This is an optimization exercise on Yosys and OpenROAD, whose aim is small area, not a production implementation. In this exercise RTL edits were held to simulation tests only and were not proved equivalent to the original.

==> flow/run.sh <==
#!/bin/bash
# synth_recipe.tcl (not shown) runs the flow's synth.tcl, then flattens the netlist and writes it again
# the make line also repeats each setting of config.mk as NAME=value (left out here)
make -C /OpenROAD-flow-scripts/flow DESIGN_CONFIG=/design/flow/config.mk WORK_HOME=/design/flow/orfs CLKGATE_MAP_FILE= SYNTH_SCRIPT=/design/flow/synth_recipe.tcl finish
==> flow/config.mk <==
export PLATFORM = sky130hd
export DESIGN_NAME = processor
export DESIGN_NICKNAME = processor
export VERILOG_FILES = /design/flow/design.v
export SDC_FILE = /design/flow/constraint.sdc
export NUM_CORES = 4
export LEC_CHECK = 0
export CAP_MARGIN = 20
export CORE_MARGIN = 2
export CORE_UTILIZATION = 40
export SLEW_MARGIN = 20
==> flow/constraint.sdc <==
create_clock -name core_clock -period 10.0 [get_ports {clock}]
set_input_delay 2.0000 -clock core_clock [delete_from_list [all_inputs] [get_ports {clock}]]
set_output_delay 2.0000 -clock core_clock [all_outputs]
set_load 0.01 [all_outputs]
==> flow/design.v <==
`default_nettype none
package cpu_pkg;
    typedef logic [31:0] word_t;
    typedef logic [31:0] instr_t;
    typedef logic [4:0]  reg_addr_t;
    typedef logic [16:0] imm_t;
    typedef logic [26:0] target_t;
    typedef logic [15:0] fill_count_t;    
    typedef logic [3:0]  fill_data_t;
    localparam logic [4:0] op_rtype = 5'b00000;
    localparam logic [4:0] op_j     = 5'b00001;
    localparam logic [4:0] op_bne   = 5'b00010;
    localparam logic [4:0] op_addi  = 5'b00101;
    localparam logic [4:0] op_sw    = 5'b00111;
    localparam logic [4:0] op_lw    = 5'b01000;
    localparam logic [4:0] op_fill  = 5'b01001;
    localparam logic [4:0] alu_add  = 5'b00000;
    localparam logic [4:0] alu_sub  = 5'b00001;
    localparam logic [4:0] alu_and  = 5'b00010;
    localparam logic [4:0] alu_or   = 5'b00011;
    localparam logic [4:0] alu_sll  = 5'b00100;
    localparam logic [4:0] alu_sra  = 5'b00101;
    localparam logic [1:0] fill_idle    = 2'd0;
    localparam logic [1:0] fill_write   = 2'd1;
    localparam logic [1:0] fill_release = 2'd2;
    localparam int opcode_lsb = 27;
    localparam int rd_lsb     = 22;
    localparam int rs_lsb     = 17;
    localparam int rt_lsb     = 12;
    localparam int shamt_lsb  = 7;
    localparam int alu_op_lsb = 2;
    localparam instr_t nop_instr = '0;    
    localparam fill_data_t lfsr_seed     = 4'b0001;
    localparam fill_data_t lfsr_tap_mask = 4'b1100;    
    function automatic logic [4:0] opcode_of(instr_t instr);
        opcode_of = instr[opcode_lsb +: 5];
    endfunction
    function automatic reg_addr_t rd_of(instr_t instr);
        rd_of = instr[rd_lsb +: 5];
    endfunction
    function automatic reg_addr_t rs_of(instr_t instr);
        rs_of = instr[rs_lsb +: 5];
    endfunction
    function automatic reg_addr_t rt_of(instr_t instr);
        rt_of = instr[rt_lsb +: 5];
    endfunction
    function automatic reg_addr_t src_a_of(instr_t instr);
        src_a_of = ((opcode_of(instr) == op_bne) || (opcode_of(instr) == op_sw)) ? rd_of(instr) : rs_of(instr);
    endfunction
    function automatic reg_addr_t src_b_of(instr_t instr);
        src_b_of = ((opcode_of(instr) == op_bne) || (opcode_of(instr) == op_sw)) ? rs_of(instr) : rt_of(instr);
    endfunction
    function automatic logic writes_reg(instr_t instr);
        writes_reg = ((opcode_of(instr) == op_rtype) || (opcode_of(instr) == op_addi)
                || (opcode_of(instr) == op_lw)) && (rd_of(instr) != '0);
    endfunction
    function automatic logic produces(instr_t instr, reg_addr_t src);
        produces = writes_reg(instr) && (rd_of(instr) == src);
    endfunction
endpackage
`default_nettype wire
`default_nettype none
module fill_fsm (
    input  logic        clock,
    input  logic        reset,
    input  logic        fill_start,
    output logic        fill_busy,
    output logic        fill_release,
    input  logic        last_word
);
    logic [1:0] state;
    always_ff @(posedge clock or posedge reset) begin
        if (reset) begin
            state <= cpu_pkg::fill_idle;
        end else begin
            case (state)
                cpu_pkg::fill_idle:    if (fill_start) state <= cpu_pkg::fill_write;
                cpu_pkg::fill_write:   if (last_word) state <= cpu_pkg::fill_release;
                cpu_pkg::fill_release: state <= cpu_pkg::fill_idle;    
                default:               state <= cpu_pkg::fill_idle;
            endcase
        end
    end
    assign fill_busy    = (state != cpu_pkg::fill_idle);
    assign fill_release = (state == cpu_pkg::fill_release);
endmodule
`default_nettype wire
`default_nettype none
module fill_counter (
    input  logic                  clock,
    input  logic                  reset,
    input  logic                  start,
    input  cpu_pkg::fill_count_t  length,
    input  logic                  writing,
    output logic                  last_word
);
    cpu_pkg::fill_count_t remaining;
    always_ff @(posedge clock or posedge reset) begin
        if (reset) begin
            remaining <= '0;
        end else if (start) begin
            remaining <= length;
        end else if (writing) begin
            remaining <= remaining - 1'b1;
        end
    end
    assign last_word = (remaining == cpu_pkg::fill_count_t'(1));
endmodule
`default_nettype wire
`default_nettype none
module fill_store_unit (
    input  logic     clock,
    input  logic     reset,
    input  logic           fill_start,
    input  cpu_pkg::word_t fill_base,
    output logic           fill_write_en,
    output cpu_pkg::word_t fill_address,
    output cpu_pkg::word_t fill_write_data,
    input  logic     writing
);
    cpu_pkg::word_t      base;
    cpu_pkg::word_t      offset;
    cpu_pkg::fill_data_t lfsr;
    logic                feedback;
    always_ff @(posedge clock) begin
        if (fill_start) begin
            base   <= fill_base;
            offset <= '0;
        end else if (writing) begin
            offset <= offset + 32'd1;
        end
    end
    assign feedback = ^(lfsr & cpu_pkg::lfsr_tap_mask);
    always_ff @(posedge clock or posedge reset) begin
        if (reset) begin
            lfsr <= cpu_pkg::lfsr_seed;
        end else begin
            lfsr <= {lfsr[2:0], feedback};
        end
    end
    assign fill_write_en   = writing;
    assign fill_address    = base + offset;
    assign fill_write_data = cpu_pkg::word_t'(lfsr);    
endmodule
`default_nettype wire
`default_nettype none
module front_end (
    input  logic                clock,
    input  logic                reset,
    output cpu_pkg::word_t      imem_address,
    input  cpu_pkg::instr_t     imem_data,
    input  logic                redirect,
    input  cpu_pkg::word_t      redirect_target,
    input  logic                freeze,
    input  cpu_pkg::instr_t     ex_instr,
    output cpu_pkg::reg_addr_t  reg_read_addr_a,
    output cpu_pkg::reg_addr_t  reg_read_addr_b,
    output cpu_pkg::word_t      fd_pc,
    output cpu_pkg::instr_t     fd_instr,
    output logic                stall
);
    cpu_pkg::word_t     pc;
    logic [4:0]         fd_op;
    assign imem_address = pc;
    always_ff @(posedge clock or posedge reset) begin
        if (reset) begin
            pc       <= '0;
            fd_pc    <= '0;
            fd_instr <= cpu_pkg::nop_instr;
        end else if (redirect) begin
            pc       <= redirect_target;
            fd_instr <= cpu_pkg::nop_instr;    
        end else if (!(stall || freeze)) begin
            pc       <= pc + 32'd1;
            fd_pc    <= pc;
            fd_instr <= imem_data;
        end
    end
    assign fd_op           = cpu_pkg::opcode_of(fd_instr);
    assign reg_read_addr_a = cpu_pkg::src_a_of(fd_instr);
    assign reg_read_addr_b = cpu_pkg::src_b_of(fd_instr);
    assign stall = 1'b0;
endmodule
`default_nettype wire
`default_nettype none
module execute_stage (
    input  logic             clock,
    input  logic             reset,
    input  cpu_pkg::word_t   fd_pc,
    input  cpu_pkg::instr_t  fd_instr,
    input  cpu_pkg::word_t   reg_read_data_a,
    input  cpu_pkg::word_t   reg_read_data_b,
    input  logic             stall,
    output logic             fill_start,
    output cpu_pkg::word_t   fill_base,
    output cpu_pkg::fill_count_t fill_length,
    input  logic             fill_busy,
    input  logic             fill_release,
    input  cpu_pkg::instr_t  fwd_mem_instr,
    input  cpu_pkg::word_t   fwd_mem_value,
    input  cpu_pkg::instr_t  fwd_wb_instr,
    input  cpu_pkg::word_t   fwd_wb_value,
    output cpu_pkg::instr_t  ex_instr,
    output cpu_pkg::word_t   ex_result,
    output cpu_pkg::word_t   ex_store_data,
    output logic             redirect,
    output cpu_pkg::word_t   redirect_target
);
    cpu_pkg::word_t     dx_pc;
    cpu_pkg::word_t     dx_a;
    cpu_pkg::word_t     dx_b;
    logic [4:0]         op;
    logic [4:0]         alu_op;
    logic [4:0]         shamt;
    cpu_pkg::imm_t      imm;
    cpu_pkg::target_t   target;
    cpu_pkg::word_t     imm_ext;
    cpu_pkg::reg_addr_t src_a;
    cpu_pkg::reg_addr_t src_b;
    cpu_pkg::word_t     op_a;
    cpu_pkg::word_t     op_b;
    cpu_pkg::word_t     alu_result;
    logic               hold;
    assign hold = fill_start || fill_busy;
    always_ff @(posedge clock or posedge reset) begin
        if (reset) begin
            ex_instr <= cpu_pkg::nop_instr;
        end else if (fill_release) begin
            ex_instr <= cpu_pkg::nop_instr;    
        end else if (!hold) begin
            ex_instr <= (redirect || stall) ? cpu_pkg::nop_instr : fd_instr;
        end
    end
    always_ff @(posedge clock) begin
        if (!hold) begin
            dx_pc <= fd_pc;
            dx_a  <= cpu_pkg::produces(fwd_wb_instr, cpu_pkg::src_a_of(fd_instr))
                   ? fwd_wb_value : reg_read_data_a;
            dx_b  <= cpu_pkg::produces(fwd_wb_instr, cpu_pkg::src_b_of(fd_instr))
                   ? fwd_wb_value : reg_read_data_b;
        end
    end
    assign op      = cpu_pkg::opcode_of(ex_instr);
    assign alu_op  = ex_instr[cpu_pkg::alu_op_lsb +: 5];
    assign shamt   = ex_instr[cpu_pkg::shamt_lsb +: 5];
    assign imm     = ex_instr[16:0];
    assign target  = ex_instr[26:0];
    assign imm_ext = {{15{imm[16]}}, imm};
    assign src_a = cpu_pkg::src_a_of(ex_instr);
    assign src_b = cpu_pkg::src_b_of(ex_instr);
    assign op_a = cpu_pkg::produces(fwd_mem_instr, src_a) ? fwd_mem_value
                : cpu_pkg::produces(fwd_wb_instr, src_a)  ? fwd_wb_value : dx_a;
    assign op_b = cpu_pkg::produces(fwd_mem_instr, src_b) ? fwd_mem_value
                : cpu_pkg::produces(fwd_wb_instr, src_b)  ? fwd_wb_value : dx_b;
    always_comb begin
        case (alu_op)
            cpu_pkg::alu_sub: alu_result = op_a - op_b;
            cpu_pkg::alu_and: alu_result = op_a & op_b;
            cpu_pkg::alu_or:  alu_result = op_a | op_b;
            cpu_pkg::alu_sll: alu_result = op_a << shamt;
            cpu_pkg::alu_sra: alu_result = $signed(op_a) >>> shamt;
            default:          alu_result = op_a + op_b;
        endcase
    end
    always_comb begin
        case (op)
            cpu_pkg::op_addi, cpu_pkg::op_lw: ex_result = op_a + imm_ext;
            cpu_pkg::op_sw:                   ex_result = op_b + imm_ext;
            default:                          ex_result = alu_result;
        endcase
    end
    assign ex_store_data = op_a;    
    assign redirect        = (op == cpu_pkg::op_j) || ((op == cpu_pkg::op_bne) && (op_a != op_b));
    assign redirect_target = (op == cpu_pkg::op_j) ? {dx_pc[31:27], target}
                           : dx_pc + 32'd1 + imm_ext;
    assign fill_start  = (op == cpu_pkg::op_fill) && (fill_length != '0) && !fill_busy;
    assign fill_base   = op_a;
    assign fill_length = imm[15:0];
endmodule
`default_nettype wire
`default_nettype none
module mem_wb_unit (
    input  logic                clock,
    input  logic                reset,
    input  cpu_pkg::instr_t     ex_instr,
    input  cpu_pkg::word_t      ex_result,
    input  cpu_pkg::word_t      ex_store_data,
    input  logic                fill_busy,
    input  logic                fill_write_en,
    input  cpu_pkg::word_t      fill_address,
    input  cpu_pkg::word_t      fill_write_data,
    output cpu_pkg::word_t      dmem_address,
    output cpu_pkg::word_t      dmem_write_data,
    output logic                dmem_write_enable,
    input  cpu_pkg::word_t      dmem_read_data,
    output cpu_pkg::instr_t     fwd_mem_instr,
    output cpu_pkg::instr_t     fwd_wb_instr,
    output cpu_pkg::word_t      fwd_mem_value,
    output cpu_pkg::word_t      fwd_wb_value,
    output logic                reg_write_enable,
    output cpu_pkg::reg_addr_t  reg_write_addr,
    output cpu_pkg::word_t      reg_write_data
);
    cpu_pkg::instr_t  em_instr;
    cpu_pkg::instr_t  mw_instr;
    cpu_pkg::word_t   em_result;
    cpu_pkg::word_t   em_store_data;
    cpu_pkg::word_t   mw_value;
    cpu_pkg::word_t   mem_value;
    logic [4:0]       em_op;
    always_ff @(posedge clock or posedge reset) begin
        if (reset) begin
            em_instr <= cpu_pkg::nop_instr;
            mw_instr <= cpu_pkg::nop_instr;
        end else begin
            em_instr <= fill_busy ? cpu_pkg::nop_instr : ex_instr;    
            mw_instr <= em_instr;
        end
    end
    always_ff @(posedge clock) begin
        em_result     <= ex_result;
        em_store_data <= ex_store_data;
        mw_value      <= mem_value;
    end
    assign em_op     = cpu_pkg::opcode_of(em_instr);
    assign mem_value = (em_op == cpu_pkg::op_lw) ? dmem_read_data : em_result;
    assign dmem_address      = fill_write_en ? fill_address : em_result;
    assign dmem_write_data   = fill_write_en ? fill_write_data : em_store_data;
    assign dmem_write_enable = fill_write_en || (em_op == cpu_pkg::op_sw);
    assign fwd_mem_instr = em_instr;
    assign fwd_mem_value = mem_value;
    assign fwd_wb_instr  = mw_instr;
    assign fwd_wb_value  = mw_value;
    assign reg_write_enable = cpu_pkg::writes_reg(mw_instr);
    assign reg_write_addr   = cpu_pkg::rd_of(mw_instr);
    assign reg_write_data   = mw_value;
endmodule
`default_nettype wire
`default_nettype none
module processor (
    input  logic                clock,
    input  logic                reset,
    output cpu_pkg::word_t      imem_address,
    input  cpu_pkg::word_t      imem_data,
    output cpu_pkg::word_t      dmem_address,
    output cpu_pkg::word_t      dmem_write_data,
    output logic                dmem_write_enable,
    input  cpu_pkg::word_t      dmem_read_data,
    output logic                reg_write_enable,
    output cpu_pkg::reg_addr_t  reg_write_addr,
    output cpu_pkg::word_t      reg_write_data,
    output cpu_pkg::reg_addr_t  reg_read_addr_a,
    output cpu_pkg::reg_addr_t  reg_read_addr_b,
    input  cpu_pkg::word_t      reg_read_data_a,
    input  cpu_pkg::word_t      reg_read_data_b
);
    cpu_pkg::word_t  fd_pc;
    cpu_pkg::instr_t fd_instr;
    logic            stall;
    logic            redirect;
    cpu_pkg::word_t  redirect_target;
    cpu_pkg::instr_t ex_instr;
    cpu_pkg::word_t  ex_result;
    cpu_pkg::word_t  ex_store_data;
    cpu_pkg::instr_t fwd_mem_instr;
    cpu_pkg::word_t  fwd_mem_value;
    cpu_pkg::instr_t fwd_wb_instr;
    cpu_pkg::word_t  fwd_wb_value;
    logic            front_freeze;
    logic            fill_writing;
    logic            last_word;
    logic            fill_start;
    cpu_pkg::word_t  fill_base;
    cpu_pkg::fill_count_t fill_length;
    logic            fill_busy;
    logic            fill_release;
    logic            fill_write_en;
    cpu_pkg::word_t  fill_address;
    cpu_pkg::word_t  fill_write_data;
    assign front_freeze = fill_start || fill_busy;
    assign fill_writing = fill_busy && !fill_release;
    front_end u_front_end (
        .clock           (clock),
        .reset           (reset),
        .imem_address    (imem_address),
        .imem_data       (imem_data),
        .redirect        (redirect),
        .redirect_target (redirect_target),
        .freeze          (front_freeze),
        .ex_instr        (ex_instr),
        .reg_read_addr_a (reg_read_addr_a),
        .reg_read_addr_b (reg_read_addr_b),
        .fd_pc           (fd_pc),
        .fd_instr        (fd_instr),
        .stall           (stall)
    );
    execute_stage u_execute_stage (
        .clock           (clock),
        .reset           (reset),
        .fd_pc           (fd_pc),
        .fd_instr        (fd_instr),
        .reg_read_data_a (reg_read_data_a),
        .reg_read_data_b (reg_read_data_b),
        .stall           (stall),
        .fill_start      (fill_start),
        .fill_base       (fill_base),
        .fill_length     (fill_length),
        .fill_busy       (fill_busy),
        .fill_release    (fill_release),
        .fwd_mem_instr   (fwd_mem_instr),
        .fwd_mem_value   (fwd_mem_value),
        .fwd_wb_instr    (fwd_wb_instr),
        .fwd_wb_value    (fwd_wb_value),
        .ex_instr        (ex_instr),
        .ex_result       (ex_result),
        .ex_store_data   (ex_store_data),
        .redirect        (redirect),
        .redirect_target (redirect_target)
    );
    mem_wb_unit u_mem_wb_unit (
        .clock             (clock),
        .reset             (reset),
        .ex_instr          (ex_instr),
        .ex_result         (ex_result),
        .ex_store_data     (ex_store_data),
        .fill_busy         (fill_busy),
        .fill_write_en     (fill_write_en),
        .fill_address      (fill_address),
        .fill_write_data   (fill_write_data),
        .dmem_address      (dmem_address),
        .dmem_write_data   (dmem_write_data),
        .dmem_write_enable (dmem_write_enable),
        .dmem_read_data    (dmem_read_data),
        .fwd_mem_instr     (fwd_mem_instr),
        .fwd_wb_instr      (fwd_wb_instr),
        .fwd_mem_value     (fwd_mem_value),
        .fwd_wb_value      (fwd_wb_value),
        .reg_write_enable  (reg_write_enable),
        .reg_write_addr    (reg_write_addr),
        .reg_write_data    (reg_write_data)
    );
    fill_fsm u_fill_fsm (
        .clock     (clock),
        .reset     (reset),
        .fill_start   (fill_start),
        .fill_busy    (fill_busy),
        .fill_release (fill_release),
        .last_word (last_word)
    );
    fill_counter u_fill_counter (
        .clock     (clock),
        .reset     (reset),
        .start     (fill_start),
        .length    (fill_length),
        .writing   (fill_writing),
        .last_word (last_word)
    );
    fill_store_unit u_fill_store_unit (
        .clock   (clock),
        .reset   (reset),
        .fill_start      (fill_start),
        .fill_base       (fill_base),
        .fill_write_en   (fill_write_en),
        .fill_address    (fill_address),
        .fill_write_data (fill_write_data),
        .writing (fill_writing)
    );
endmodule
`default_nettype wire
==> out/summary.txt <==
==============================================================================
Status                                                timing/DRC/antenna clean
Transition time at the pin with the least slew margin                  1.31 ns
Kind of capture point of the worst setup path                         register
Top Ports                                                                  275
Number of setup buffers added after CTS                                      0
Final-report hold violation count                                            0
Most used flip-flop cell after synthesis                          sky130_fd_sc_hd__dfrtp_1
Number of nets at the end of the flow                                    4,245
Wire length reported by the detailed router                             148 mm
Clock transition at path regs                                          0.06 ns
RSZ-0062 raised after global routing                                        no
Overflow left after global routing                                           0
Number of cells produced by synthesis                                    3,705
Number of H-tree levels                                                      2
Fraction of the cycle the final worst path needs                         80.4%
R2r setup slk                                                          1.96 ns
Buffers on Ports                                                           274
Hold_buf cts                                                                 0
Number of clock sinks seen by CTS                                          426
Startpoint kind of the worst setup timing path                        register
Average cell area after synthesis                                     8.85 µm²
Vias in the first global route                                          30,500
WS Path Type                                                      register to register
Starting DRT DRC Count                                                   4,257
Maximum number of pins on one net before global-route repair                89
Finished Layout Cells                                                    5,033
Post-detail-place hpwl                                                  111 mm
CTS resizes                                                                  0
Average wire per standard cell                                         29.4 µm
Die boundary height                                                     290 µm
Max_cap viols                                                                0
Clock latency on the worst-skew pair                                   0.67 ns
Final setup violation count                                                  0
Post-synthesis sequential area ratio                                     32.5%
Total nets after synthesis                                               4,032
Global-route wire length before repair                                  215 mm
Share of post-route cells with drive strength above 1                    12.0%
Post-route antenna net violation count                                       0
Final Slew Violations                                                        0
CTS tree                                                                 built
Routed vias/inst                                                          6.38
Inst Count DP                                                            4,935
Count of vias placed by the detailed router                             32,100
Number of distinct library cells after synthesis                           104
Crit path max fanout                                                        54
Number of DRC violations after detailed routing                              0
Total Neg Setup Slack                                                     0 ns
CTS Root Cell                                                     sky130_fd_sc_hd__clkbuf_16
Max Buffers Root-to-Sink                                                     3
Flip-flop and latch count after synthesis                                  426
Data arrival time of the critical path                                 8.57 ns
Total Routing Usage GR                                                   34.0%
Relative area change from synthesis to final layout                      18.1%
Mapped Area                                                         32,800 µm²
Post-synth ARST share                                                    39.9%
Number of enable-type register cells in the synthesized netlist            128
Fmax                                                                   124 MHz
Worst hold margin                                                     0.368 ns
Total of warnings raised by yosys                                            6
Required time at the endpoint of the critical path                    10.53 ns
Placeable core region                                               81,600 µm²
Global placement routability congestion                                   1.05
Starting density of the core                                             40.2%
Area enclosed by the die boundary                                   84,300 µm²
Site row count                                                             105
Time the final worst path needs with I/O delays and setup              8.04 ns
Chip width                                                              290 µm
Antenna violations before repair                                             7
Normalized max-slew margin                                               10.1%
Number of CTS-inserted buffers                                              51
Hold Crit Class                                                   register to register
Number of detailed-routing iterations run before antenna repair              8
Post-Route Skew                                                      0.0590 ns
==============================================================================
==> final timing paths <==
| check | from | cells after the start | to |
|---|---|---|---|
| max in group asynchronous | reset | 3 | u_fill_fsm.state[0] |
| max | u_execute_stage.ex_instr[30] | 20 | u_front_end.fd_pc[19] |
| min in group asynchronous | reset | 2 | u_front_end.fd_instr[26] |
| min | u_fill_store_unit.lfsr[1] | 0 | u_fill_store_unit.lfsr[2] |
| min reg2reg | u_fill_store_unit.lfsr[1] | 0 | u_fill_store_unit.lfsr[2] |
| max reg2reg | u_execute_stage.ex_instr[30] | 20 | u_front_end.fd_pc[19] |
==> final cells by class <==
type / count / area [µm²]
flip-flops and latches: 426 / 10700
inverters: 163 / 619
well taps: 1070 / 1340
clock buffers: 67 / 1450
fillers: 7981 / 42900
multi-input cells: 2891 / 20700
diodes: 2 / 5.00
repair buffers: 385 / 3600
clock inverters: 29 / 372
==> per-layer routing <==
layer | vias up | GRT usage (%) | routed length (µm)
met5 | - | 0.454 | 69
met4 | 10 | 11.2 | 5200
met3 | 320 | 9.25 | 16500
met2 | 1772 | 50.1 | 62400
met1 | 15800 | 48.1 | 63800
li1 | 14200 | - | -
==> critical path, cell delays in order (launching register included) <==
cell                      delay [ns]
sky130_fd_sc_hd__dfrtp_1        0.46
sky130_fd_sc_hd__or3b_1         0.55
sky130_fd_sc_hd__nor2_4         0.26
sky130_fd_sc_hd__mux2i_1        0.32
sky130_fd_sc_hd__xnor2_1        0.11
sky130_fd_sc_hd__nor4_1         0.37
sky130_fd_sc_hd__nand3_2        0.66
sky130_fd_sc_hd__o21ai_0        1.16
sky130_fd_sc_hd__inv_1          0.12
sky130_fd_sc_hd__ha_1           0.49
sky130_fd_sc_hd__nor3_1         0.33
sky130_fd_sc_hd__nand4_1        0.19
sky130_fd_sc_hd__or3_1          0.38
sky130_fd_sc_hd__nor2_1         0.45
sky130_fd_sc_hd__nor4_2         0.09
sky130_fd_sc_hd__buf_4          0.23
sky130_fd_sc_hd__or2_2          0.31
sky130_fd_sc_hd__buf_4          0.27
sky130_fd_sc_hd__nor2_4         0.31
sky130_fd_sc_hd__buf_12         0.31
sky130_fd_sc_hd__mux2_2         0.37
==> stage by stage <==
step	area, µm²	util [%]	setup slack [ns]
final	38700	47.5	1.96
after global routing	38700	47.5	1.41
after CTS	38700	47.5	2.13
after floorplan	32800	-	3.40
after global placement	36900	45.2	2.19
after detailed placement	36900	45.2	2.16
==> cell usage in the layout, fill, tap and decap left out, drive strengths merged, types with 52 or more instances in the layout <==
master and instances:
xor2 76, nand3 88, clkdlybuf4s50 274, a31oi 52, inv 161, edfxtp 128, xnor2 97, clkbuf 67
dfrtp 169, ha 192, o21ai 217, nor2 276, dfxtp 128, mux2 173, a21oi 264, nand2 367
a21o 66, mux2i 120, nor2b 55, buf 111
==> cell families (layout without fill, tap and decap cells) <==
kind of cell,after synthesis,count (layout),share of synthesized area [%]
AOI/OAI and AO/OA,1137,1137,24.0
and+or+nand+nor,1071,1071,15.4
DFF,426,426,32.5
buffers and inverters,388,644,4.81
muxes,313,313,11.0
adders and majority gates,197,197,7.63
xor gates and xnor gates,173,173,4.69
other,0,2,0
==> synth_stat cells (all sizes together) (120+ instances only) <==
| library cell | n | area share, % |
|---|---|---|
| mux2i | 120 | 3.7 |
| nor2 | 276 | 3.2 |
| dfrtp | 169 | 13 |
| nand2 | 367 | 4.2 |
| dfxtp | 128 | 7.8 |
| inv | 160 | 1.8 |
| a21oi | 264 | 4.0 |
| clkbuf | 147 | 1.7 |
| mux2 | 173 | 5.9 |
| ha | 192 | 7.3 |
| o21ai | 217 | 3.3 |
| edfxtp | 128 | 12 |

[port drivers added, routing unchanged]
How much do the figures lean on ideal ports? The routed layout below was timed once more, with nothing changed but the port constraints.
Step 1 (the two cells are an assumption about what drives the block):
set clk [get_ports {clock}]
set_driving_cell -lib_cell sky130_fd_sc_hd__clkbuf_16 $clk
set_driving_cell -lib_cell sky130_fd_sc_hd__buf_2 [delete_from_list [all_inputs] $clk]
Step 2 adds t to the input delays and takes it off the output delays; t is the mean of the earliest and latest rising clock arrival at the registers after step 1. Input paths then give back, and output paths get back, about the clock's delay inside the block.
Slacks: ideal ports / drivers / drivers and shift; pairs: ideal ports / drivers.
shift t [ns]: 0.712
setup WS [ns]: 1.963 / 1.963 / 1.963
hold slack, ns: 0.368 / 0.368 / 0.368
worst setup path at the end: register to register
worst data-port slew with drivers (ns): 0.09
After both steps setup and hold are still met in this run. The setup slack of this run moves by 0.000 ns with the drivers and by 0.000 ns with both steps.
